Source: an optimization exercise on an open RTL-to-GDS flow (aim: small area, a short achievable clock period and few clock cycles). Production flows keep margins and buffers that such runs may drop.
The RTL was checked by simulation tests, not by an equivalence proof against the original design.
Power is estimated from default activity; no workload was simulated.

== red ==
==> flow/design.v (excerpt) <==
module pe_top
(
  input  logic    CLK,
  input  logic    rst_n,
  input  logic    req_valid,
  output logic    req_ready,
  input  pe_pkg::opnd_t   req_a,
  input  pe_pkg::opnd_t   req_b,
  input  pe_pkg::pe_out_t req_d,
  input  logic    req_propagate,
  input  pe_pkg::shift_t  req_shift,
  output logic    res_valid,
  input  logic    res_ready,
  output pe_pkg::pe_out_t res
);
For scale: roughly 1200 cells after synthesis, about 130 flip-flops, about 66 I/O pins.
==> module pe_top, before the edit <==
module pe_top
(
  input  logic    CLK,
  input  logic    rst_n,
  input  logic    req_valid,
  output logic    req_ready,
  input  pe_pkg::opnd_t   req_a,
  input  pe_pkg::opnd_t   req_b,
  input  pe_pkg::pe_out_t req_d,
  input  logic    req_propagate,
  input  pe_pkg::shift_t  req_shift,
  output logic    res_valid,
  input  logic    res_ready,
  output pe_pkg::pe_out_t res
);
  localparam int PPW = 36;
  logic        v0;
  logic [PPW-1:0] pp0;      
  logic [PPW-1:0] pp_in;
  logic [18:0] d0;
  logic        f0;           
  logic [4:0]  s0;
  logic        last_prop;
  logic [31:0] acc;
  logic [18:0] pre;
  logic        slot;         
  logic        adv;          
  logic [31:0] base;
  logic [31:0] sum;
  logic [18:0] rs_y;
  assign slot      = !res_valid || res_ready;
  assign adv       = v0 && slot;
  assign req_ready = !v0 || slot;
  always_ff @(posedge CLK or negedge rst_n) begin
    if (!rst_n) begin
      v0        <= 1'b0;
      last_prop <= 1'b0;
    end else if (req_ready) begin
      v0 <= req_valid;
      if (req_valid) last_prop <= req_propagate;
    end
  end
  always_ff @(posedge CLK) begin
    if (req_ready) begin
      pp0 <= pp_in;
      d0 <= req_d;
      f0 <= req_propagate ^ last_prop;
      s0 <= req_shift;
    end
  end
  mac_pp pp_i (
    .a  (req_a),
    .b  (req_b),
    .pp (pp_in)
  );
  assign base = f0 ? {{13{pre[18]}}, pre} : acc;
  mac_acc mac_i (
    .pp   (pp0),
    .base (base),
    .y    (sum)
  );
  round_sat_stage round_i (
    .x     (acc),
    .shift (s0),
    .y     (rs_y)
  );
  always_ff @(posedge CLK or negedge rst_n) begin
    if (!rst_n) begin
      acc       <= '0;
      pre       <= '0;
      res_valid <= 1'b0;
    end else begin
      if (slot) res_valid <= v0;
      if (adv) begin
        acc <= sum;
        pre <= d0;
      end
    end
  end
  always_ff @(posedge CLK) begin
    if (slot) begin
      res <= f0 ? rs_y : pre;
    end
  end
endmodule
clock: 7.0 ns
lec_check: 0
abc_area: 1
cap_margin: 20
core_margin: 2
core_utilization: 50
cts_buf_list: sky130_fd_sc_hd__clkbuf_4 sky130_fd_sc_hd__clkbuf_8
setup_slack_margin: 3.3
slew_margin: 20
standard.sh (not shown) runs the stock make flow with config.mk's settings and CLKGATE_MAP_FILE= SYNTH_SCRIPT=/design/flow/synth_recipe.tcl, a recipe that flattens the netlist after the stock synthesis.
==> flow/flow/run.sh <==
#!/bin/bash
# The standard layout (standard.sh) with two changes:
#  - synthesis is the standard flow's synthesis script with ABC's mapping script replaced
#    by flow/abc_map_area.script (area-oriented mapping); registers are the
#    same as the standard synthesis's;
#  - the port buffers are inserted as the smallest buffer cell (the repair
#    steps resize them where timing needs it).
set -euo pipefail
here=$(pwd)
export BUFFER_PORTS_ARGS="-buffer_cell sky130_fd_sc_hd__buf_1"
export MY_ABC_SCRIPT="$here/flow/abc_map_area.script"
bash standard.sh SYNTH_SCRIPT="$here/flow/synth.tcl" finish > standard_flow.log 2>&1
==> flow/flow/abc_map_area.script <==
strash
dch
map -a
topo
stime -c
buffer -c
upsize -c
dnsize -c
==> flow/flow/synth.tcl <==
# The standard flow's synthesis script (synth_recipe.tcl), with ABC's mapping script
# replaced by flow/abc_map_area.script: area-oriented mapping (map -a).
proc synth {args} { yosys synth -nofsm -noshare {*}$args }
proc abc {args} {
  set i [lsearch $args -script]
  if { $i >= 0 && [info exists ::env(MY_ABC_SCRIPT)] } {
    lset args [expr {$i + 1}] $::env(MY_ABC_SCRIPT)
  }
  yosys abc {*}$args
}
source $::env(SCRIPTS_DIR)/synth.tcl
# left out here: clear keep_hierarchy, flatten, clean up, hide names made inside functions, write 1_2_yosys.v
Testbench counts of red, summed over its fixed seeds: cycles 12,016.
Input changes introduced in blue (baseline for comparison: red):
--- a/flow/design.v
+++ b/flow/design.v
@@ -553,11 +553,11 @@
       v0 <= req_valid;
       if (req_valid) last_prop <= req_propagate;
     end
   end
   always_ff @(posedge CLK) begin
-    if (req_ready) begin
+    if (req_valid && req_ready) begin
       pp0 <= pp_in;
       d0 <= req_d;
       f0 <= req_propagate ^ last_prop;
       s0 <= req_shift;
     end
- For red and blue, there was not a single run that failed to finish clean.
- In the metrics for red and blue, the one carrying the lower power is blue.
- For the fraction of power consumed by combinational cells, blue came in 5.8 points lower than red did.
- blue vs. red: worst hold margin flat; setup slack up 0.0066 ns; sequential share of layout area flat; number of antenna violations at the first check in global routing flat.
Testbench counts of blue, summed over its fixed seeds: cycles 12,016.

[port drivers added, routing unchanged]
The flow's constraints put no driver on any port. The routed layouts listed below were extracted and timed again, unchanged, in two steps. Step 1, drivers: a clkbuf_16 drives CLK and a buf_2 each remaining input, both assumed. Step 2, shift: input delay + t, output delay - t, t = (earliest + latest rising clock arrival at the registers) / 2. This alone moves slack from input paths to output paths. Slacks: ideal / step 1 / step 2; pairs: ideal / step 1.
run | shift t [ns] | setup WS [ns] | worst setup path at the end | worst register clock-pin slew, ns | worst slew at a driven data input, ns
red | 0.510 | 3.361 / 3.341 / 2.905 | input to register | 0.10 / 0.10 | 0.05
blue | 0.515 | 3.368 / 3.347 / 2.890 | input to register | 0.11 / 0.11 | 0.05
After both steps setup and hold are still met in every run listed. For blue, which loses most, drivers alone change the setup slack by -0.021 ns; drivers and shift together by -0.478 ns.
